This is an optimization exercise on Yosys and OpenROAD, whose aim is small area, not a production implementation. At most, simulation tests tie the RTL to the original design; equivalence was not proved. For run 1, only the layout was checked, not whether the RTL still works.

==> flow/design.v <==
package shmt_pkg;
	localparam int CORDIC_STAGES = 16;
	localparam logic [16*28-1:0] ATAN_Q24 = {
		28'd512, 28'd1024, 28'd2048, 28'd4096,
		28'd8192, 28'd16384, 28'd32768, 28'd65536,
		28'd131069, 28'd262123, 28'd524117, 28'd1047214,
		28'd2086331, 28'd4110060, 28'd7778716, 28'd13176795
	};
	localparam logic signed [28:0] PI_Q24 = 29'sd52707179;
	localparam logic [15:0] NEAR_LIM = 16'd10792;
	localparam logic [15:0] BOUND_Q13 = 16'd1229;
	localparam logic [15:0] HALF_PI_Q13 = 16'd12868;
	localparam logic [16:0] TINY_Q12 = 17'd41;
	localparam logic [30:0] ONE_Q30 = 31'h4000_0000;
	localparam logic [1:0] REG_MAX_LIN = 2'd0;
	localparam logic [1:0] REG_MAX_TURN = 2'd1;
	localparam logic [1:0] REG_MIN_TURN = 2'd2;
	localparam logic [14:0] VEC_REG = 15'b101_0101_0101_0101;
	localparam logic [15:0] ROT_REG = 16'b0001_0010_0100_0000;
	typedef struct packed {
		logic signed [31:0] cur_x;
		logic signed [31:0] cur_y;
		logic signed [15:0] cur_heading;
		logic signed [31:0] target_x;
		logic signed [31:0] target_y;
	} in_word_t;
	typedef struct packed {
		logic [14:0]        linear_cmd;
		logic signed [15:0] angular_cmd;
	} out_word_t;
	localparam int ROT_K = 5;
endpackage
module shmt_padd #(
	parameter int W = 32
) (
	input  logic [W-1:0] a,
	input  logic [W-1:0] b,
	input  logic         ci,
	output logic [W-1:0] s,
	output logic [W-1:0] s1
);
	localparam int L = (W <= 2) ? 1 : (W <= 4) ? 2 : (W <= 8) ? 3 : (W <= 16) ? 4 : (W <= 32) ? 5 : 6;
	logic [W-1:0] p, g;
	logic [W-1:0] gg, pp;
	always_comb begin
		p = a ^ b;
		g = a & b;
		gg = g;
		pp = p;
		for (int l = 0; l < L; l++) begin
			for (int j = W - 1; j >= 0; j--) begin
				if (((j + 1) % (2 << l)) == 0) begin
					gg[j] = gg[j] | (pp[j] & gg[j - (1 << l)]);
					pp[j] = pp[j] & pp[j - (1 << l)];
				end
			end
		end
		for (int l = L - 1; l >= 0; l--) begin
			for (int j = W - 1; j >= 0; j--) begin
				if (((j + 1) % (1 << l)) == 0 && ((j + 1) % (2 << l)) != 0 && j >= (2 << l)) begin
					gg[j] = gg[j] | (pp[j] & gg[j - (1 << l)]);
					pp[j] = pp[j] & pp[j - (1 << l)];
				end
			end
		end
	end
	if (W > 1) begin : g_w
		assign s  = p ^ {gg[W-2:0] | (pp[W-2:0] & {(W-1){ci}}), ci};
		assign s1 = p ^ {gg[W-2:0] | pp[W-2:0], 1'b1};
	end else begin : g_1
		assign s  = p ^ ci;
		assign s1 = ~p;
	end
endmodule
module shmt_radd #(
	parameter int W = 32
) (
	input  logic [W-1:0] a,
	input  logic [W-1:0] b,
	input  logic         ci,
	output logic [W-1:0] s
);
	logic [W:0] c;
	assign c[0] = ci;
	for (genvar i = 0; i < W; i++) begin : g_b
		assign s[i] = a[i] ^ b[i] ^ c[i];
		assign c[i+1] = (a[i] & b[i]) | (a[i] & c[i]) | (b[i] & c[i]);
	end
endmodule
module shmt_sxadd #(
	parameter int W = 32,
	parameter int N = 16
) (
	input  logic [W-1:0] a,
	input  logic [N-1:0] b,
	input  logic         ci,
	output logic [W-1:0] s
);
	logic [N:0]   lo;
	logic         e, c, ic;
	logic [W-N-1:0] w, hi, pa;
	shmt_padd #(N + 1) u_lo (.a({1'b0, a[N-1:0]}), .b({1'b0, b}), .ci(ci), .s(lo), .s1());
	assign e = b[N-1];
	assign c = lo[N];
	assign w = a[W-1:N] ^ {(W-N){e}};
	assign ic = c ^ e;
	always_comb begin
		pa[0] = 1'b1;
		for (int i = 1; i < W - N; i++) pa[i] = pa[i-1] & w[i-1];
	end
	assign hi = w ^ ({(W-N){ic}} & pa) ^ {(W-N){e}};
	assign s = {hi, lo[N-1:0]};
endmodule
module shmt_t1_lut (input logic [5:0] i, output logic [27:0] o);
	always_comb begin
		case (i)
			6'd0: o = 28'h1be4609;
			6'd1: o = 28'h2c2653;
			6'd2: o = 28'hd0e2d1;
			6'd3: o = 28'hf3ec31b;
			6'd4: o = 28'h140d831;
			6'd5: o = 28'hfaeb87b;
			6'd6: o = 28'h5374f9;
			6'd7: o = 28'hec15543;
			6'd8: o = 28'h17e9a93;
			6'd9: o = 28'hfec7add;
			6'd10: o = 28'h91375b;
			6'd11: o = 28'heff17a5;
			6'd12: o = 28'h1012cbb;
			6'd13: o = 28'hf6f0d05;
			6'd14: o = 28'h13c983;
			6'd15: o = 28'he81a9cd;
			6'd16: o = 28'h1be4609;
			6'd17: o = 28'h2c2653;
			6'd18: o = 28'hd0e2d1;
			6'd19: o = 28'hf3ec31b;
			6'd20: o = 28'h140d831;
			6'd21: o = 28'hfaeb87b;
			6'd22: o = 28'h5374f9;
			6'd23: o = 28'hec15543;
			6'd24: o = 28'h17e9a93;
			6'd25: o = 28'hfec7add;
			6'd26: o = 28'h91375b;
			6'd27: o = 28'heff17a5;
			6'd28: o = 28'h1012cbb;
			6'd29: o = 28'hf6f0d05;
			6'd30: o = 28'h13c983;
			6'd31: o = 28'he81a9cd;
			6'd32: o = 28'h4e28574;
			6'd33: o = 28'h35065be;
			6'd34: o = 28'h3f5223c;
			6'd35: o = 28'h2630286;
			6'd36: o = 28'h465179c;
			6'd37: o = 28'h2d2f7e6;
			6'd38: o = 28'h377b464;
			6'd39: o = 28'h1e594ae;
			6'd40: o = 28'h4a2d9fe;
			6'd41: o = 28'h310ba48;
			6'd42: o = 28'h3b576c6;
			6'd43: o = 28'h2235710;
			6'd44: o = 28'h4256c26;
			6'd45: o = 28'h2934c70;
			6'd46: o = 28'h33808ee;
			6'd47: o = 28'h1a5e938;
			6'd48: o = 28'he9a069e;
			6'd49: o = 28'hd07e6e8;
			6'd50: o = 28'hdaca366;
			6'd51: o = 28'hc1a83b0;
			6'd52: o = 28'he1c98c6;
			6'd53: o = 28'hc8a7910;
			6'd54: o = 28'hd2f358e;
			6'd55: o = 28'hb9d15d8;
			6'd56: o = 28'he5a5b28;
			6'd57: o = 28'hcc83b72;
			6'd58: o = 28'hd6cf7f0;
			6'd59: o = 28'hbdad83a;
			6'd60: o = 28'hddced50;
			6'd61: o = 28'hc4acd9a;
			6'd62: o = 28'hcef8a18;
			6'd63: o = 28'hb5d6a62;
			default: o = '0;
		endcase
	end
endmodule
module shmt_t2_lut (input logic [3:0] i, output logic [22:0] o);
	always_comb begin
		case (i)
			4'd0: o = 23'h0;
			4'd1: o = 23'h600aa4;
			4'd2: o = 23'h700156;
			4'd3: o = 23'h500bfa;
			4'd4: o = 23'h78002a;
			4'd5: o = 23'h580ace;
			4'd6: o = 23'h680180;
			4'd7: o = 23'h480c24;
			4'd8: o = 23'h7c0006;
			4'd9: o = 23'h5c0aaa;
			4'd10: o = 23'h6c015c;
			4'd11: o = 23'h4c0c00;
			4'd12: o = 23'h740030;
			4'd13: o = 23'h540ad4;
			4'd14: o = 23'h640186;
			4'd15: o = 23'h440c2a;
			default: o = '0;
		endcase
	end
endmodule
module shmt_rot_lut (input logic [4:0] i, output logic [61:0] o);
	always_comb begin
		case (i)
			5'd0: o = {31'h78fa8803, 31'h406d9f12};
			5'd1: o = {31'h3f9260ee, 31'h78fa8806};
			5'd2: o = {31'h2ea5058d, 31'h543d65db};
			5'd3: o = {31'h2bc29a25, 31'h2ea50590};
			5'd4: o = {31'h17b88782, 31'h449a62f3};
			5'd5: o = {31'h3b659d0d, 31'h17b88783};
			5'd6: o = {31'h3dc00227, 31'h6f56a7c8};
			5'd7: o = {31'h10a95838, 31'h3dc00228};
			5'd8: o = {31'h8d7d6c5, 31'h40a7eaea};
			5'd9: o = {31'h3f581516, 31'h8d7d6c6};
			5'd10: o = {31'h37fb2b54, 31'h61116bf7};
			5'd11: o = {31'h1eee9409, 31'h37fb2b55};
			5'd12: o = {31'h259c9a40, 31'h4c45072a};
			5'd13: o = {31'h33baf8d6, 31'h259c9a3f};
			5'd14: o = {31'h3ff38a05, 31'h7f0d194c};
			5'd15: o = {31'hf2e6b4, 31'h3ff38a04};
			5'd16: o = {31'hf2e6b3, 31'h400c75fc};
			5'd17: o = {31'h3ff38a04, 31'hf2e6b4};
			5'd18: o = {31'h33baf8d5, 31'h5a6365c1};
			5'd19: o = {31'h259c9a3f, 31'h33baf8d6};
			5'd20: o = {31'h1eee940a, 31'h4804d4ab};
			5'd21: o = {31'h37fb2b55, 31'h1eee9409};
			5'd22: o = {31'h3f581517, 31'h7728293a};
			5'd23: o = {31'h8d7d6c6, 31'h3f581516};
			5'd24: o = {31'h10a95839, 31'h423ffdd8};
			5'd25: o = {31'h3dc00228, 31'h10a95838};
			5'd26: o = {31'h3b659d0e, 31'h6847787d};
			5'd27: o = {31'h17b88783, 31'h3b659d0d};
			5'd28: o = {31'h2bc29a28, 31'h515afa70};
			5'd29: o = {31'h2ea50590, 31'h2bc29a25};
			5'd30: o = {31'h3f9260f1, 31'h70577fa};
			5'd31: o = {31'h78fa8806, 31'h3f9260ee};
			default: o = '0;
		endcase
	end
endmodule
module shmt_rdec (input logic [16:0] e, output logic [15:0] s);
	logic [21:0] z4;
	logic [17:0] z8;
	logic [25:0] k4;
	logic [17:0] k8;
	logic [0:0] c0_0;
	logic [1:0] c0_1;
	logic [3:0] c0_2;
	logic [7:0] c0_3;
	logic [0:0] c1_0;
	logic [1:0] c1_1;
	logic [3:0] c1_2;
	logic [7:0] c1_3;
	assign c0_0[0] = $signed(e) >= $signed(17'h0);
	assign c0_1[0] = $signed(e) >= $signed(17'h1e6df);
	assign c0_1[1] = $signed(e) >= $signed(17'h1922);
	assign c0_2[0] = $signed(e) >= $signed(17'h1d808);
	assign c0_2[1] = $signed(e) >= $signed(17'ha4c);
	assign c0_2[2] = $signed(e) >= $signed(17'h1f5b5);
	assign c0_2[3] = $signed(e) >= $signed(17'h27f9);
	assign c0_3[0] = $signed(e) >= $signed(17'h1d031);
	assign c0_3[1] = $signed(e) >= $signed(17'h275);
	assign c0_3[2] = $signed(e) >= $signed(17'h1edde);
	assign c0_3[3] = $signed(e) >= $signed(17'h2022);
	assign c0_3[4] = $signed(e) >= $signed(17'h1dfdf);
	assign c0_3[5] = $signed(e) >= $signed(17'h1223);
	assign c0_3[6] = $signed(e) >= $signed(17'h1fd8c);
	assign c0_3[7] = $signed(e) >= $signed(17'h2fd0);
	assign c1_0[0] = $signed(z4) >= $signed(22'h0);
	assign c1_1[0] = $signed(z4) >= $signed(22'h300552);
	assign c1_1[1] = $signed(z4) >= $signed(22'hffaae);
	assign c1_2[0] = $signed(z4) >= $signed(22'h2805fd);
	assign c1_2[1] = $signed(z4) >= $signed(22'h7fb59);
	assign c1_2[2] = $signed(z4) >= $signed(22'h3804a7);
	assign c1_2[3] = $signed(z4) >= $signed(22'h17fa03);
	assign c1_3[0] = $signed(z4) >= $signed(22'h240612);
	assign c1_3[1] = $signed(z4) >= $signed(22'h3fb6e);
	assign c1_3[2] = $signed(z4) >= $signed(22'h3404bc);
	assign c1_3[3] = $signed(z4) >= $signed(22'h13fa18);
	assign c1_3[4] = $signed(z4) >= $signed(22'h2c05e8);
	assign c1_3[5] = $signed(z4) >= $signed(22'hbfb44);
	assign c1_3[6] = $signed(z4) >= $signed(22'h3c0492);
	assign c1_3[7] = $signed(z4) >= $signed(22'h1bf9ee);
	assign s[0] = c0_0[0];
	assign s[1] = c0_1[s[0]];
	assign s[2] = c0_2[s[1:0]];
	assign s[3] = c0_3[s[2:0]];
	always_comb begin
		case (s[3:0])
			4'd0: k4 = 26'h19e4e1e;
			4'd1: k4 = 26'hc2e68;
			4'd2: k4 = 26'hb0eae6;
			4'd3: k4 = 26'h31ecb30;
			4'd4: k4 = 26'h120e046;
			4'd5: k4 = 26'h38ec090;
			4'd6: k4 = 26'h337d0e;
			4'd7: k4 = 26'h2a15d58;
			4'd8: k4 = 26'h15ea2a8;
			4'd9: k4 = 26'h3cc82f2;
			4'd10: k4 = 26'h713f70;
			4'd11: k4 = 26'h2df1fba;
			4'd12: k4 = 26'he134d0;
			4'd13: k4 = 26'h34f151a;
			4'd14: k4 = 26'h3f3d198;
			4'd15: k4 = 26'h261b1e2;
			default: k4 = '0;
		endcase
	end
	assign z4 = {e[10:0], 11'd0} + k4[21:0];
	assign s[4] = c1_0[0];
	assign s[5] = c1_1[s[4]];
	assign s[6] = c1_2[s[5:4]];
	assign s[7] = c1_3[s[6:4]];
	always_comb begin
		case (s[7:4])
			4'd0: k8 = 18'h1f9eb;
			4'd1: k8 = 18'h2048f;
			4'd2: k8 = 18'h1fb41;
			4'd3: k8 = 18'h205e5;
			4'd4: k8 = 18'h1fa15;
			4'd5: k8 = 18'h204b9;
			4'd6: k8 = 18'h1fb6b;
			4'd7: k8 = 18'h2060f;
			4'd8: k8 = 18'h1f9f1;
			4'd9: k8 = 18'h20495;
			4'd10: k8 = 18'h1fb47;
			4'd11: k8 = 18'h205eb;
			4'd12: k8 = 18'h1fa1b;
			4'd13: k8 = 18'h204bf;
			4'd14: k8 = 18'h1fb71;
			4'd15: k8 = 18'h20615;
			default: k8 = '0;
		endcase
	end
	assign z8 = z4[17:0] + k8;
	assign s[8] = !z8[17];
	assign s[15:9] = {z8[10], z8[11], z8[12], z8[13], z8[14], z8[15], z8[16]};
endmodule
import shmt_pkg::*;
module sliding_mode_heading_tracker (
	input  logic        clk,
	input  logic        arst_n,
	input  logic        start,
	output logic        busy,
	input  shmt_pkg::in_word_t    pose,
	output logic        result_valid,
	output shmt_pkg::out_word_t   result,
	input  logic        cfg_we,
	input  logic [1:0]  cfg_idx,
	input  logic [14:0] cfg_data
);
	logic [14:0] max_lin_q, max_turn_q, min_turn_q;
	always_ff @(posedge clk or negedge arst_n) begin
		if (!arst_n) begin
			max_lin_q  <= 15'd2048;
			max_turn_q <= 15'd4096;
			min_turn_q <= 15'd410;
		end else if (cfg_we) begin
			case (cfg_idx)
				REG_MAX_LIN:  max_lin_q  <= cfg_data;
				REG_MAX_TURN: max_turn_q <= cfg_data;
				REG_MIN_TURN: min_turn_q <= cfg_data;
				default: ;
			endcase
		end
	end
	assign busy = 1'b0;
	logic [32:0] dx, dxm1, dy, dym1;
	logic        sx, sy, dyz, neg0;
	logic [33:0] ax, ay, x1, y1p, y1m1, u1;
	logic        s1;
	shmt_padd #(33) u_dx (
		.a  ({pose.target_x[31], pose.target_x}),
		.b  (~{pose.cur_x[31], pose.cur_x}),
		.ci (1'b0),
		.s  (dxm1),
		.s1 (dx)
	);
	shmt_padd #(33) u_dy (
		.a  ({pose.target_y[31], pose.target_y}),
		.b  (~{pose.cur_y[31], pose.cur_y}),
		.ci (1'b0),
		.s  (dym1),
		.s1 (dy)
	);
	always_comb begin
		sx  = dx[32];
		sy  = dy[32];
		dyz = (dy == '0);
		neg0 = !dyz && (sx != sy);
		ax = {1'b0, sx ? ~dxm1 : dx};
		ay = {1'b0, sy ? ~dym1 : dy};
	end
	shmt_padd #(34) u_x1 (.a(ax), .b(ay), .ci(1'b0), .s(x1), .s1());
	shmt_padd #(34) u_y1 (.a(ay), .b(~ax), .ci(1'b0), .s(y1m1), .s1(y1p));
	assign u1 = neg0 ? ~y1m1 : y1p;
	assign s1 = u1[33];
	logic [15:1][33:0] vx;
	logic [15:1][33:0] vy;   
	logic [15:1][15:0] vd;   
	logic [15:1][17:0] vs;   
	logic [15:1]       vv;   
	if (VEC_REG[0]) begin : g_r0
		logic        vq;
		logic [33:0] xq, yq;
		logic [1:0]  dq;
		logic [17:0] sq;
		always_ff @(posedge clk or negedge arst_n) begin
			if (!arst_n) vq <= 1'b0;
			else         vq <= start;
		end
		always_ff @(posedge clk) begin
			xq <= x1;
			yq <= u1;
			dq <= {s1, neg0};
			sq <= {pose.cur_heading, sx, sy};
		end
		assign vv[1] = vq;
		assign vx[1] = xq;
		assign vy[1] = yq;
		assign vd[1] = {14'd0, dq};
		assign vs[1] = sq;
	end else begin : g_c0
		assign vv[1] = start;
		assign vx[1] = x1;
		assign vy[1] = u1;
		assign vd[1] = {14'd0, s1, neg0};
		assign vs[1] = {pose.cur_heading, sx, sy};
	end
	for (genvar g = 1; g <= 14; g++) begin : g_vec
		localparam int WI = (g < 2) ? 34 : 36 - g;
		localparam int WO = (g < 1) ? 34 : 35 - g;
		logic               d, rn;
		logic [WI-1:0]      u;
		logic [WO-1:0]      r, yo, xsh;
		logic [33:0]        xo, ush;
		logic [15:0]        dn;
		if (g == 1) begin : g_u1
			assign u = vy[g][WI-1:0] ^ {WI{vd[g][g]}};
		end else begin : g_un
			assign u = vy[g][WI-1:0];
		end
		assign d   = vd[g][g];
		assign xsh = vx[g] >> g;
		assign ush = 34'(u >> g);
		shmt_padd #(WO) u_y (.a(u[WO-1:0]), .b(~xsh), .ci(1'b1), .s(r), .s1());
		assign rn = r[WO-1];
		assign yo = r ^ {WO{rn}};
		assign dn = vd[g] | (16'(d ^ rn) << (g + 1));
		if (g < 14) begin : g_x
			shmt_padd #(34) u_x (.a(vx[g]), .b(ush), .ci(d), .s(xo), .s1());
		end else begin : g_xn
			logic [15:0] x15n;
			shmt_padd #(16) u_x (.a(vx[g][15:0]), .b(16'(ush)), .ci(d), .s(x15n), .s1());
			assign xo = {17'd0, |vx[g][33:14], x15n};
		end
		if (VEC_REG[g]) begin : g_r
			logic          vq;
			logic [33:0]   xq;
			logic [WO-1:0] yq;
			logic [g+1:0]  dq;
			logic [17:0]   sq;
			always_ff @(posedge clk or negedge arst_n) begin
				if (!arst_n) vq <= 1'b0;
				else         vq <= vv[g];
			end
			always_ff @(posedge clk) begin
				xq <= xo;
				yq <= yo;
				dq <= dn[g+1:0];
				sq <= vs[g];
			end
			assign vv[g+1] = vq;
			assign vx[g+1] = xq;
			assign vy[g+1] = 34'($signed(yq));
			assign vd[g+1] = 16'(dq);
			assign vs[g+1] = sq;
		end else begin : g_c
			assign vv[g+1] = vv[g];
			assign vx[g+1] = xo;
			assign vy[g+1] = 34'($signed(yo));
			assign vd[g+1] = dn;
			assign vs[g+1] = vs[g];
		end
	end
	logic        big, near, d15;
	logic [15:0] x16n;
	logic [15:0] dall;
	logic [6:0]  u15s;
	always_comb begin
		big  = vx[15][16];
		dall = vd[15];
		d15  = dall[15];
	end
	assign u15s = 7'(vy[15][20:0] >> 15);
	shmt_padd #(16) u_x16 (.a(vx[15][15:0]), .b(16'(u15s)), .ci(d15), .s(x16n), .s1());
	assign near = !big && (x16n <= NEAR_LIM);
	logic [27:0] t1;
	logic [22:0] t2;
	logic [17:0] hb;
	logic [28:0] o1, o2, o3, cs, cc, err;
	logic signed [17:0] dq, m, e13w;
	logic signed [16:0] e13;
	logic [10:0] zl;
	logic        gt, lt;
	shmt_t1_lut u_t1 (.i({vs[15][1:0], dall[3:0]}), .o(t1));
	shmt_t2_lut u_t2 (.i(dall[7:4]), .o(t2));
	assign hb = 18'($signed({vs[15][17:2], 1'b0})) + 18'({dall[8], dall[9], dall[10], dall[11],
		dall[12], dall[13], dall[14], dall[15]});
	assign o1 = 29'($signed(t1));
	assign o2 = 29'($signed(t2));
	assign o3 = ~(29'($signed({hb, 10'd0})));
	always_comb begin
		cs = o1 ^ o2 ^ o3;
		cc = {(o1[27:0] & o2[27:0]) | (o1[27:0] & o3[27:0]) | (o2[27:0] & o3[27:0]), 1'b1};
	end
	shmt_padd #(29) u_err (.a(cs), .b(cc), .ci(1'b0), .s(err), .s1());
	always_comb begin
		gt = $signed(err) > PI_Q24;
		lt = $signed(err) < -PI_Q24;
		dq = 18'($signed(err) >>> 11);
		zl = err[10:0];
		if (gt)      m = -18'sd51471 - 18'(zl < 11'd726);
		else if (lt) m = 18'sd51472 + 18'(zl >= 11'd1322);
		else         m = 18'(zl[10]);
		e13w = dq + m;
		e13 = e13w[16:0];
	end
	logic               e_v;
	logic signed [16:0] e_e13;
	logic               e_near;
	always_ff @(posedge clk or negedge arst_n) begin
		if (!arst_n) e_v <= 1'b0;
		else         e_v <= vv[15];
	end
	always_ff @(posedge clk) begin
		e_e13  <= e13;
		e_near <= near;
	end
	logic [15:0] abs_e, wmag, mag, ang;
	logic [27:0] wprod;
	logic        cos_en, vzero;
	assign wprod = 28'(abs_e[10:0]) * 28'd141977 + 28'd16320;
	always_comb begin
		abs_e = e_e13[16] ? 16'(-e_e13) : 16'(e_e13);
		wmag  = (abs_e > BOUND_Q13) ? abs_e + 16'd4096 : 16'(wprod[27:15]);
		cos_en = abs_e <= HALF_PI_Q13;
		vzero = e_near || !cos_en;
		if (e_near) mag = '0;
		else if (17'(wmag) > 17'(max_turn_q)) mag = 16'(max_turn_q);
		else if (17'(wmag) < 17'(min_turn_q) && 17'(wmag) >= TINY_Q12) mag = 16'(min_turn_q);
		else mag = wmag;
		ang = {e_e13[16], mag[14:0]};
	end
	logic [15:0] rs;
	shmt_rdec u_rdec (.e(e_e13), .s(rs));
	logic        r_v;
	logic [15:0] r_s, r_ang;
	logic        r_vz;
	always_ff @(posedge clk or negedge arst_n) begin
		if (!arst_n) r_v <= 1'b0;
		else         r_v <= e_v;
	end
	always_ff @(posedge clk) begin
		r_s   <= rs;
		r_ang <= ang;
		r_vz  <= vzero;
	end
	logic [16:ROT_K][30:0] qx;
	logic [16:ROT_K][30:0] qy;   
	logic [16:ROT_K][15:0] qs;
	logic [16:ROT_K][15:0] qa;
	logic [16:ROT_K]       qz;
	logic [16:ROT_K]       qv;
	logic [61:0] rxy;
	shmt_rot_lut u_rot (.i(r_s[ROT_K-1:0]), .o(rxy));
	assign qx[ROT_K] = rxy[61:31];
	assign qy[ROT_K] = rxy[30:0] ^ {31{r_s[ROT_K]}};
	assign qs[ROT_K] = r_s;
	assign qa[ROT_K] = r_ang;
	assign qz[ROT_K] = r_vz;
	assign qv[ROT_K] = r_v;
	for (genvar g = ROT_K; g < 16; g++) begin : g_rot
		logic s;
		logic [30:0] xo, yo, xsh, ysh;
		assign s = qs[g][g];
		assign xsh = $signed(qx[g]) >>> g;
		assign ysh = $signed(qy[g]) >>> g;
		shmt_sxadd #(31, 31 - g) u_x (.a(qx[g]), .b(ysh[30-g:0]), .ci(s), .s(xo));
		if (g < 15) begin : g_y
			logic [30:0] r;
			shmt_sxadd #(31, 31 - g) u_y (.a(qy[g]), .b(~xsh[30-g:0]), .ci(1'b1), .s(r));
			assign yo = r ^ {31{s ^ qs[g][g+1]}};
		end else begin : g_ny
			assign yo = '0;
		end
		if (ROT_REG[g]) begin : g_r
			logic        vq, zq;
			logic [30:0] xq, yq;
			logic [15:0] sq, aq;
			always_ff @(posedge clk or negedge arst_n) begin
				if (!arst_n) vq <= 1'b0;
				else         vq <= qv[g];
			end
			always_ff @(posedge clk) begin
				xq <= xo;
				yq <= yo;
				sq <= qs[g];
				aq <= qa[g];
				zq <= qz[g];
			end
			assign qv[g+1] = vq;
			assign qx[g+1] = xq;
			assign qy[g+1] = yq;
			assign qs[g+1] = sq;
			assign qa[g+1] = aq;
			assign qz[g+1] = zq;
		end else begin : g_c
			assign qv[g+1] = qv[g];
			assign qx[g+1] = xo;
			assign qy[g+1] = yo;
			assign qs[g+1] = qs[g];
			assign qa[g+1] = qa[g];
			assign qz[g+1] = qz[g];
		end
	end
	logic        c_v;
	logic [30:0] c_x;
	logic [15:0] c_ang;
	logic        c_vz;
	always_ff @(posedge clk or negedge arst_n) begin
		if (!arst_n) c_v <= 1'b0;
		else         c_v <= qv[16];
	end
	always_ff @(posedge clk) begin
		c_x   <= qx[16];
		c_ang <= qa[16];
		c_vz  <= qz[16];
	end
	logic [30:0] cos_c;
	logic [45:0] vprod;
	logic [14:0] v_fin;
	always_comb begin
		if (c_x[30])                     cos_c = '0;
		else if (c_x > ONE_Q30)          cos_c = ONE_Q30;
		else                             cos_c = c_x;
		vprod = 46'(max_lin_q) * 46'(cos_c);
		v_fin = c_vz ? 15'd0 : vprod[44:30];
	end
	assign result_valid       = c_v;
	assign result.linear_cmd  = v_fin;
	assign result.angular_cmd = c_ang[15] ? -{1'b0, c_ang[14:0]} : {1'b0, c_ang[14:0]};
endmodule
==> flow/run.sh <==
#!/bin/bash
# synth_recipe.tcl (not shown) runs the flow's synth.tcl, then flattens the netlist and writes it again
# the make line also repeats each setting of config.mk as NAME=value (left out here)
make -C /OpenROAD-flow-scripts/flow DESIGN_CONFIG=/design/flow/config.mk WORK_HOME=/design/flow/orfs CLKGATE_MAP_FILE= SYNTH_SCRIPT=/design/flow/synth_recipe.tcl finish
==> flow/config.mk <==
export PLATFORM = sky130hd
export DESIGN_NAME = sliding_mode_heading_tracker
export DESIGN_NICKNAME = sliding_mode_heading_tracker
export VERILOG_FILES = /design/flow/design.v
export SDC_FILE = /design/flow/constraint.sdc
export NUM_CORES = 4
export LEC_CHECK = 0
export CAP_MARGIN = 20
export CORE_MARGIN = 2
export CORE_UTILIZATION = 60
export CTS_BUF_LIST = sky130_fd_sc_hd__clkbuf_4 sky130_fd_sc_hd__clkbuf_8
export PLACE_DENSITY = 0.75
export SLEW_MARGIN = 20
==> flow/constraint.sdc <==
create_clock -name core_clock -period 10.0 [get_ports {clk}]
set_input_delay 2.0000 -clock core_clock [delete_from_list [all_inputs] [get_ports {clk}]]
set_output_delay 2.0000 -clock core_clock [all_outputs]
set_load 0.01 [all_outputs]
==> results of run 1 <==
sequential cells by signal, indices dropped and copies added (netlist names), 31 cells and up:
| register | cells |
|---|---|
| g_vec.g_r.xq | 221 |
| g_vec.g_r.yq | 167 |
| g_vec.g_r.sq | 124 |
| g_rot.g_r.xq | 93 |
| g_rot.g_r.yq | 93 |
| g_vec.g_r.dq | 64 |
| rxy | 62 |
| g_rot.g_r.aq | 48 |
| g_r0.yq | 34 |
| g_r0.xq | 33 |
| c_x | 31 |
layout make-up:
type                            instances  area share
Clock buffer                          282     0.02736
Inverter                             1447     0.04186
Multi-Input combinational cell      10690      0.6714
Antenna cell                            6   0.0001157
Tap cell                             2526     0.02436
Timing Repair Buffer                  682     0.04401
Clock inverter                         70    0.007405
Sequential cell                      1174      0.1835
metal layers:
layer / part of all wire / routed length [µm] / vias up / global-route usage
met5: 0.00015 / 48 / - / 0
met4: 0.048 / 15480 / 6 / 0.1449
met1: 0.40 / 129000 / 46310 / 0.3730
met2: 0.50 / 158900 / 2727 / 0.5737
li1: - / - / 47230 / -
met3: 0.051 / 16170 / 825 / 0.03620
per-stage QoR:
step                      TNS (ps)  cell area, µm²  instances  setup slack, ps
final                       -766.3          129800      16870           -277.8
after global routing         -3203          129700      16870           -597.0
after CTS                    -1263          129100      16850           -345.0
after detailed placement     -9615          124500      16500            -1011
after global placement       -7184          124500      16500           -911.5
after floorplan                  0          116700      13640            5.292
worst paths after layout:
kind / start / end / slack (ps) / cells past startpoint
hold reg to reg: g_vec[10].g_r.sq[6] / g_vec[12].g_r.sq[6] / 280 / 0
setup reg to reg: g_rot[9].g_r.xq[10] / g_rot[12].g_r.yq[29] / 490 / 39
min in group asynchronous: arst_n / c_v / 1200 / 2
setup / recovery: c_x[30] / result[30] / -280 / 30
max in group asynchronous: arst_n / max_lin_q[7] / 8250 / 2
hold / removal: g_vec[10].g_r.sq[6] / g_vec[12].g_r.sq[6] / 280 / 0
timing repair:
item,4_1_cts,5_1_grt
setup buffers,4,14
gates cloned,0,3
endpoints found under the setup margin,16,64
resized for setup,86,119
pin swaps,27,80
cell families after synthesis:
logic type | Yosys count | share of synthesized area
and+or+nand+nor | 3627 | 0.1494
AOI/OAI and AO/OA | 2469 | 0.1384
xor gates and xnor gates | 2226 | 0.1678
adders and majority gates | 2163 | 0.2663
buffers and inverters | 1774 | 0.05725
DFF | 1174 | 0.2041
muxes | 181 | 0.01670
other | 2 | 0.00006438
layout by cell type, fill, tap and decap left out, types with 61 or more instances in the layout:
cell / n
xnor2_1: 1655
ha_1: 1619
inv_1: 1434
dfxtp_1: 1112
nor2_1: 997
nand2_1: 939
a21oi_1: 677
xor2_1: 539
fa_1: 517
buf_4: 464
o21ai_0: 437
nor3_1: 358
a21o_1: 290
o21a_1: 265
nand3_1: 235
clkbuf_8: 229
nor2b_1: 182
clkdlybuf4s50_1: 181
and2_1: 143
nand2b_1: 139
and3_1: 111
or3_1: 105
mux2i_1: 91
nand4_1: 90
mux2_2: 86
o21bai_1: 84
a31oi_1: 72
a211oi_1: 72
or2_2: 72
o211ai_1: 69
nor4_1: 61
==> impl_metrics.py, run 1 <==
metrics = {
    "outcome": {
        "status": "complete, but fails checks",
        "so_faults": "setup timing",
    },
    "critical_path": {
        "path_class": "reg -> out",
        "cpPeakStageDelay_ps": 560,
        "path_max_fanout": 9,
        "cp_num_buf_inv": 5,
        "critPathLaunchType": "flop",
        "cpMostUsedCell": "fa_1",
        "worstPathRequired_ps": 8000,
        "critPathTopFamily": "adder cells",
        "crit_slowest_cell": "fa_1",
        "cp-end-kind": "primary output",
        "critPathArrivalTime_ps": 8280,
    },
    "floorplanning": {
        "core_area_um2": 192800,
        "io_pins": 198,
        "die_h_um": 444.9,
        "die_area_um2": 198000,
        "die_x_um": 444.9,
        "num_rows": 161,
        "initial_core_util": 0.6051,
    },
    "timing": {
        "max_freq_mhz": 97.30,
        "fin_crit_ps": 10280,
        "worst_pin_slew_ps": 1095,
        "fin_skew_ps": 66.31,
        "period_share": 1.028,
        "slew-limit-headroom": 0.2701,
        "hold_viol": 0,
        "holdWs_ps": 283.2,
        "rsz0062_at_grt": "yes",
        "worst_slack_ps": -277.8,
        "slew_violations": 0,
        "finalSetupViolCount": 5,
    },
    "synthesis": {
        "ys_top_cells_by_count": "1,667 x xnor2_1, 1,624 x ha_1, 1,438 x inv_1, 1,115 x dfxtp_1, 1,000 x nor2_1",
        "yosysUniqueCellTypes": 113,
        "yosysMostFrequentCell": "xnor2_1",
        "syn_avg_cell_area_um2": 8.568,
        "yosysTopAreaCell": "dfxtp_1",
        "synth_edf_count": 0,
        "synth-seq-cells": 1174,
        "async_flop_share": 0.05026,
        "netlist.area_leader.share": 0.1913,
        "yosysWarningCount": 35,
        "synth_cells": 13620,
        "synthesis.area_um2": 116700,
        "synth_ff_type": "dfxtp_1",
        "synth.area.top_cells": "dfxtp_1 19%, ha_1 17%, xnor2_1 13%, fa_1 9.2%, inv_1 4.6%",
        "ys_seq_area_frac": 0.2041,
    },
    "clock_tree": {
        "hold_buffers": 0,
        "cts_max_path_buffers": 3,
        "cts_tree": "built",
        "cts.sinks": 1174,
        "cts_buffers": 194,
        "cts-root-buf": "clkbuf_8",
        "cts_max_level": 4,
        "path_clk_slew_ps": 60,
        "clock_latency_ps": 980,
    },
    "route": {
        "vias": 97100,
        "ant_nets": 0,
        "drt-vias-per-instance": 5.754,
        "drt_wl_total_um": 319700,
        "wl_per_cell_um": 18.94,
        "drtIter0Drc": 5993,
        "drc": 0,
        "dr.pass1.iters": 7,
    },
    "global_routing": {
        "grt-ovfl-total": 0,
        "grt_pass1_vias": 98840,
        "grt_start_max_net_pins": 78,
        "antenna_found_initial": 15,
        "grt_usage": 0.3167,
        "grt_pass1_wl_um": 508900,
    },
    "final_layout": {
        "fillers": 15740,
        "drive_above_1_share": 0.08520,
        "multi_input_area_um2": 87110,
        "fin_util": 0.6731,
        "syn_to_final_growth_pct": 11.23,
        "seq_area_um2": 23820,
        "final_nets": 16510,
    },
    "placement": {
        "place_congestion": 0.9667,
        "io_buffers": 196,
        "place_hpwl_um": 265100,
    },
    "worst_hold_path": {
        "min_path_type": "reg -> reg",
    },
    "job": {
        "cap_violations": 0,
    },
}
==> run 2, diff against run 1 <==
--- a/flow/design.v
+++ b/flow/design.v
@@ -73,19 +73,4 @@
 	end
 endmodule
-module shmt_radd #(
-	parameter int W = 32
-) (
-	input  logic [W-1:0] a,
-	input  logic [W-1:0] b,
-	input  logic         ci,
-	output logic [W-1:0] s
-);
-	logic [W:0] c;
-	assign c[0] = ci;
-	for (genvar i = 0; i < W; i++) begin : g_b
-		assign s[i] = a[i] ^ b[i] ^ c[i];
-		assign c[i+1] = (a[i] & b[i]) | (a[i] & c[i]) | (b[i] & c[i]);
-	end
-endmodule
 module shmt_sxadd #(
 	parameter int W = 32,
@@ -654,6 +639,11 @@
 		v_fin = c_vz ? 15'd0 : vprod[44:30];
 	end
-	assign result_valid       = c_v;
-	assign result.linear_cmd  = v_fin;
-	assign result.angular_cmd = c_ang[15] ? -{1'b0, c_ang[14:0]} : {1'b0, c_ang[14:0]};
+	always_ff @(posedge clk or negedge arst_n) begin
+		if (!arst_n) result_valid <= 1'b0;
+		else         result_valid <= c_v;
+	end
+	always_ff @(posedge clk) begin
+		result.linear_cmd  <= v_fin;
+		result.angular_cmd <= c_ang[15] ? -{1'b0, c_ang[14:0]} : {1'b0, c_ang[14:0]};
+	end
 endmodule
--- a/flow/config.mk
+++ b/flow/config.mk
@@ -10,4 +10,5 @@
 export CORE_UTILIZATION = 60
 export CTS_BUF_LIST = sky130_fd_sc_hd__clkbuf_4 sky130_fd_sc_hd__clkbuf_8
+export GPL_TIMING_DRIVEN = 0
 export PLACE_DENSITY = 0.75
 export SLEW_MARGIN = 20
==> impl_metrics.py, run 2 <==
metrics = {
    "final_layout": {
        "largest_reg_flops": 221,
        "fillers": 16250,
        "seq_area_um2": 24470,
        "final_nets": 16550,
        "largest_register": "g_vec.g_r.xq",
        "drive_above_1_share": 0.06403,
        "final_common_cell": "xnor2_1",
        "largestRegisters": "g_vec.g_r.xq (221), g_vec.g_r.yq (167), g_vec.g_r.sq (124)",
        "syn_to_final_growth_pct": 10.33,
        "stdcell_count": 17030,
        "final_cell_mix": "1,669 x xnor2_1, 1,620 x ha_1, 1,513 x inv_1",
        "multi_input_area_um2": 87280,
    },
    "clock_tree": {
        "cts.sinks": 1206,
        "cts-root-buf": "clkbuf_8",
        "cts_max_level": 4,
        "path_clk_slew_ps": 70,
        "cts_tree": "built",
        "hold_buffers": 0,
        "clock_latency_ps": 1060,
        "cts_max_path_buffers": 3,
        "cts_buffers": 200,
    },
    "timing": {
        "holdWs_ps": 244.1,
        "hold_viol": 0,
        "slew-limit-headroom": 0.1308,
        "worst_pin_slew_ps": 1271,
        "fin_crit_ps": 9704,
        "fin_skew_ps": 92.16,
        "finalSetupViolCount": 0,
        "slew_violations": 0,
        "period_share": 0.9704,
        "fin_tns_setup_ps": 0,
        "max_freq_mhz": 103.0,
    },
    "synthesis": {
        "synth_ff_type": "dfxtp_1",
        "netlist.area_leader.share": 0.1953,
        "synth_cells": 13770,
        "synth-seq-cells": 1206,
        "yosysMostFrequentCell": "xnor2_1",
        "yosysTopAreaCell": "dfxtp_1",
        "yosysUniqueCellTypes": 107,
        "synth_edf_count": 0,
        "ys_seq_area_frac": 0.2082,
        "async_flop_share": 0.04975,
        "synthesis.area_um2": 117400,
        "yosysWarningCount": 35,
        "ys_top_cells_by_count": "1,705 x xnor2_1, 1,624 x ha_1, 1,518 x inv_1, 1,146 x dfxtp_1, 1,008 x nand2_1",
        "synth.area.top_cells": "dfxtp_1 20%, ha_1 17%, xnor2_1 13%, fa_1 9.1%, inv_1 4.9%",
        "syn_avg_cell_area_um2": 8.530,
    },
    "global_routing": {
        "grt_usage": 0.3449,
        "grt_start_max_net_pins": 60,
        "grt_pass1_wl_um": 545500,
        "antenna_found_initial": 13,
        "grt_pass1_vias": 99540,
        "grt-ovfl-total": 0,
    },
    "placement": {
        "numPlacedInstances": 16610,
        "place_hpwl_um": 288300,
        "place_congestion": 0.9912,
        "io_buffers": 196,
    },
    "outcome": {
        "status": "timing/DRC/antenna clean",
    },
    "route": {
        "wl_per_cell_um": 20.63,
        "drt_wl_total_um": 351300,
        "drc": 0,
        "drtIter0Drc": 7363,
        "vias": 99510,
        "ant_nets": 0,
        "dr.pass1.iters": 6,
        "drt-vias-per-instance": 5.844,
    },
    "job": {
        "cap_violations": 0,
    },
    "critical_path": {
        "path_class": "in -> reg",
        "cp-endpoint": "g_r0.xq[32]",
        "critPathArrivalTime_ps": 10630,
        "r2r_setup_slack_ps": 310,
        "path_max_fanout": 10,
        "r2r-start": "e_e13[16]",
        "cpPeakStageDelay_ps": 470,
        "cp-end-kind": "flop",
        "crit_slowest_cell": "clkdlybuf4s50_1",
        "startpoint": "pose[112]",
        "critPathLaunchType": "primary input",
        "r2r_end": "r_ang[0]",
        "cpMostUsedCell": "o21ai_1",
        "r2r_cells": 39,
        "worstPathRequired_ps": 10920,
    },
    "floorplanning": {
        "num_rows": 162,
        "io_pins": 198,
        "die_h_um": 446.4,
        "die_area_um2": 199300,
        "core_area_um2": 194800,
        "initial_core_util": 0.6029,
        "die_x_um": 446.4,
    },
    "worst_hold_path": {
        "min_path_type": "reg -> reg",
    },
}
## run 2: changes by cell type in the layout (fill, tap and decap cells not counted), moves of 17 or more
cell / before / now
a21oi_1: 677 / 708
and2_1: 143 / 126
buf_1: 0 / 25
buf_4: 464 / 64
clkbuf_1: 0 / 214
clkbuf_2: 1 / 35
dfxtp_1: 1112 / 1139
inv_1: 1434 / 1513
nand2_1: 939 / 1007
nand2b_1: 139 / 109
nor2_1: 997 / 979
nor3_1: 358 / 385
xnor2_2: 14 / 34
xor2_1: 539 / 495
## run 2: cells by family (layout without fill, tap and decap cells)
group	count (synthesis)	count (layout)	share of synthesized area
AND/OR/NAND/NOR	3614	3614	0.1454
other	2	25	0.00006394
adder cells (fa/ha/maj)	2163	2163	0.2645
buffers and inverters	1859	2471	0.05963
AO/OA/AOI/OAI	2534	2534	0.1405
multiplexers	174	174	0.01578
flip-flops	1206	1206	0.2082
XOR/XNOR	2216	2216	0.1660
## run 2: cell type report
cell class,count,share of cell area
clock buffer,278,0.02784
timing repair buffer,252,0.01858
buffer,314,0.01079
sequential,1206,0.1889
tap,2624,0.02534
antenna,4,0.00007725
multi-input combinational,10720,0.6736
inverter,1532,0.04444
clock inverter,95,0.01050
## run 2: worst min path at each step
stage / start / end / slack [ps] / depth (start not counted)
3_3_place_gp: g_vec[2].g_r.sq[7] / g_vec[4].g_r.sq[7] / 310 / 0
6_report: g_vec[10].g_r.dq[3] / g_vec[12].g_r.dq[3] / 240 / 0
5_1_grt: g_vec[10].g_r.dq[3] / g_vec[12].g_r.dq[3] / 270 / 0
4_1_cts: g_vec[10].g_r.dq[3] / g_vec[12].g_r.dq[3] / 240 / 0
3_5_place_dp: g_rot[6].g_r.sq[12] / g_rot[9].g_r.sq[12] / 310 / 0
2_1_floorplan: g_rot[12].g_r.aq[0] / c_ang[0] / 310 / 0
## run 2: layer usage
| layer | up-vias | GRT usage | routed length, µm |
|---|---|---|---|
| met5 | - | 0 | 65 |
| met4 | 10 | 0.1218 | 12770 |
| met3 | 736 | 0.05035 | 24010 |
| met2 | 3540 | 0.5699 | 160200 |
| met1 | 47820 | 0.4578 | 154200 |
| li1 | 47400 | - | - |
## run 2: timing repair
item                                    in CTS  in global routing
setup buffers                               16                 36
resized for setup                          150                228
endpoints found under the setup margin     230                256
pin swaps                                   13                 43
## run 2: per-stage QoR
step | setup slack, ps | util | cell area [µm²]
6_report | 295.7 | 0.6652 | 129600
5_1_grt | -172.7 | 0.6652 | 129600
4_1_cts | 7.235 | 0.6598 | 128500
3_5_place_dp | -3671 | 0.6310 | 122900
3_3_place_gp | -3466 | 0.6304 | 122800
2_1_floorplan | -56.27 | - | 117600
## run 2: worst max-delay path: cells and delay by family
kind                     cells  cell delay [ps]
AO/OA/AOI/OAI               25             5110
adder cells (fa/ha/maj)      4             1290
buffers and inverters        7             1260
multiplexers                 1              270
AND/OR/NAND/NOR              6              650
==> run 3, diff against run 2 <==
--- a/flow/config.mk
+++ b/flow/config.mk
@@ -10,5 +10,4 @@
 export CORE_UTILIZATION = 60
 export CTS_BUF_LIST = sky130_fd_sc_hd__clkbuf_4 sky130_fd_sc_hd__clkbuf_8
-export GPL_TIMING_DRIVEN = 0
 export PLACE_DENSITY = 0.75
 export SLEW_MARGIN = 20
==> impl_metrics.py, run 3 <==
metrics = {
    "outcome": {
        "status": "timing/DRC/antenna clean",
    },
    "route": {
        "ant_nets": 0,
        "drtIter0Drc": 7440,
        "wl_per_cell_um": 19.52,
        "drc": 0,
        "dr.max_layer_used": "met5",
        "vias": 98580,
        "drt-met1-wl_um": 143100,
        "drt-vias-per-instance": 5.797,
        "drt_wl_total_um": 332000,
        "dr.pass1.iters": 6,
        "routed-wl-met2_um": 153200,
        "wl_met3_um": 23620,
    },
    "floorplanning": {
        "die_area_um2": 199300,
        "die_h_um": 446.4,
        "core_area_um2": 194800,
        "die_x_um": 446.4,
        "num_rows": 162,
        "io_pins": 198,
        "initial_core_util": 0.6029,
    },
    "final_layout": {
        "final_cell_area_um2": 129900,
        "largestRegisters": "g_vec.g_r.xq (221), g_vec.g_r.yq (167), g_vec.g_r.sq (124)",
        "largest_register": "g_vec.g_r.xq",
        "final_cell_mix": "1,680 x xnor2_1, 1,624 x ha_1, 1,517 x inv_1",
        "largest_reg_flops": 221,
        "final_common_cell": "xnor2_1",
        "multi_input_area_um2": 86780,
        "seq_area_um2": 24470,
        "final_nets": 16530,
        "fillers": 16150,
        "drive_above_1_share": 0.07303,
        "syn_to_final_growth_pct": 10.60,
    },
    "critical_path": {
        "worstPathRequired_ps": 10890,
        "r2r_setup_slack_ps": 430,
        "r2r_end": "c_x[22]",
        "r2r_cells": 40,
        "cpPeakStageDelay_ps": 560,
        "critPathArrivalTime_ps": 10460,
        "critPathLaunchType": "flop",
        "startpoint": "g_rot[12].g_r.yq[23]",
        "cpMostUsedCell": "o21a_1",
        "cp-end-kind": "flop",
        "r2r-start": "g_rot[12].g_r.yq[23]",
        "crit_slowest_cell": "or4b_4",
        "path_class": "reg -> reg",
        "path_max_fanout": 8,
    },
    "global_routing": {
        "grt-ovfl-total": 0,
        "antenna_found_initial": 16,
        "grt_pass1_vias": 99570,
        "grt_usage": 0.3298,
        "grt_pass1_wl_um": 527700,
        "grt_start_max_net_pins": 65,
    },
    "synthesis": {
        "yosysMostFrequentCell": "xnor2_1",
        "netlist.area_leader.share": 0.1953,
        "yosysUniqueCellTypes": 107,
        "async_flop_share": 0.04975,
        "synth.area.top_cells": "dfxtp_1 20%, ha_1 17%, xnor2_1 13%, fa_1 9.1%, inv_1 4.9%",
        "synthAdderAreaFrac": 0.2645,
        "synth_ff_type": "dfxtp_1",
        "synth_top_family_by_area": "adder cells",
        "yosys.area_share.simple": 0.1454,
        "synth-compound-area-share": 0.1405,
        "synth_mux_area_frac": 0.01578,
        "ys_seq_area_frac": 0.2082,
        "yosysWarningCount": 35,
        "synth-seq-cells": 1206,
        "synth_cells": 13770,
        "synth_edf_count": 0,
        "synth_xor_area_frac": 0.1660,
        "synthesis.area_um2": 117400,
        "syn_avg_cell_area_um2": 8.530,
        "ys_top_cells_by_count": "1,705 x xnor2_1, 1,624 x ha_1, 1,518 x inv_1, 1,146 x dfxtp_1, 1,008 x nand2_1",
        "yosysTopAreaCell": "dfxtp_1",
    },
    "clock_tree": {
        "cts.sinks": 1206,
        "path_clk_slew_ps": 70,
        "clock_latency_ps": 1010,
        "cts_buffers": 201,
        "cts_tree": "built",
        "cts_max_level": 4,
        "cts_max_path_buffers": 3,
        "cts-root-buf": "clkbuf_8",
        "hold_buffers": 0,
    },
    "worst_hold_path": {
        "holdPathEnd": "g_vec[10].g_r.dq[4]",
        "whs_path_depth": 0,
        "min_path_type": "reg -> reg",
        "min-delay-start": "g_vec[8].g_r.dq[4]",
    },
    "timing": {
        "worst_pin_slew_ps": 1139,
        "fin_crit_ps": 9574,
        "hold_viol": 0,
        "period_share": 0.9574,
        "slew_violations": 0,
        "rsz0062_at_grt": "yes",
        "slew-limit-headroom": 0.2329,
        "fin_skew_ps": 81.20,
        "max_freq_mhz": 104.5,
        "finalSetupViolCount": 0,
        "holdWs_ps": 313.2,
    },
    "placement": {
        "place_congestion": 0.9794,
        "place_hpwl_um": 271600,
        "io_buffers": 196,
        "dpl_cell_area_um2": 124400,
    },
    "job": {
        "cap_violations": 0,
    },
}
## run 3: worst max path at each step
stage / endpoint / slack [ps] / depth (start not counted)
floorplan: g_r0.yq[32] / -60 / 46
finish: c_x[22] / 430 / 40
CTS: c_x[22] / 20 / 39
global route: g_rot[9].g_r.yq[29] / -90 / 42
global placement: g_r0.xq[32] / -810 / 42
detailed placement: g_r0.xq[32] / -850 / 42
## run 3: cell type report
| class | instances | area share |
|---|---|---|
| antenna | 4 | 0.00007706 |
| timing repair buffer | 542 | 0.03566 |
| clock buffer | 283 | 0.02782 |
| clock inverter | 93 | 0.01050 |
| tap | 2624 | 0.02528 |
| inverter | 1532 | 0.04427 |
| multi-input combinational | 10720 | 0.6680 |
| sequential | 1206 | 0.1884 |
## run 3: worst max-delay path, delay by kind of cell, from the launching register on
kind | cells | cell delay, ps
muxes | 2 | 590
AOI/OAI and AO/OA | 21 | 4290
buffers and inverters | 2 | 390
xor gates and xnor gates | 4 | 550
and+or+nand+nor | 7 | 1930
DFF | 1 | 420
adders and majority gates | 4 | 1290
## run 3: cell families after synthesis
family	after synthesis
AOI/OAI and AO/OA	2534
xor gates and xnor gates	2216
adders and majority gates	2163
buffers and inverters	1859
DFF	1206
muxes	174
other	2
and+or+nand+nor	3614
## run 3: metrics by stage
stage               std cells    util  setup WS [ps]  setup TNS [ps]
floorplan               13790       -         -56.27          -56.27
global placement        16610  0.6386         -810.1           -6547
detailed placement      16620  0.6389         -846.3           -7710
CTS                     16990  0.6644          24.90               0
global route            17010  0.6668         -89.08          -152.9
finish                  17010  0.6669          426.2               0
## run 3: repair_timing
| action | in CTS | in global routing |
|---|---|---|
| gates resized for setup | 1 | 74 |
| cloned | 0 | 0 |
| buffers inserted | 0 | 10 |
| setup endpoints to repair | 4 | 128 |
| pin swaps | 0 | 10 |
## run 3: layer usage
metal,vias up,track usage
li1,47370,-
met1,47240,0.4286
met2,3272,0.5495
met3,686,0.05569
met4,10,0.1190
met5,-,0

port drivers added, routing unchanged:
The results above use ideal ports. As a check the final layouts listed here were re-extracted and re-timed, cells and wires unchanged.
Step 1 assumes that a clkbuf_16 drives the clock port and a buf_2 every other input.
Step 2, shift: input delay + t, output delay - t, t = (earliest + latest rising clock arrival at the registers) / 2. This alone moves slack from input paths to output paths.
Slacks: ideal / step 1 / step 2; pairs: ideal / step 1.
run	t, ns	setup slack, ns	hold slack, ns
run 1	1.031	-0.278 / -0.365 / -0.524	0.283 / 0.283 / 0.283
run 2	1.091	0.296 / 0.309 / -0.751	0.244 / 0.244 / 0.244
run 3	1.060	0.426 / 0.426 / -0.529	0.313 / 0.313 / 0.313
Met with ideal ports but missed after step 2: setup timing in run 2 and run 3. The setup slack of run 2, which loses most, moves by +0.013 ns with the drivers and by -1.047 ns with both steps.
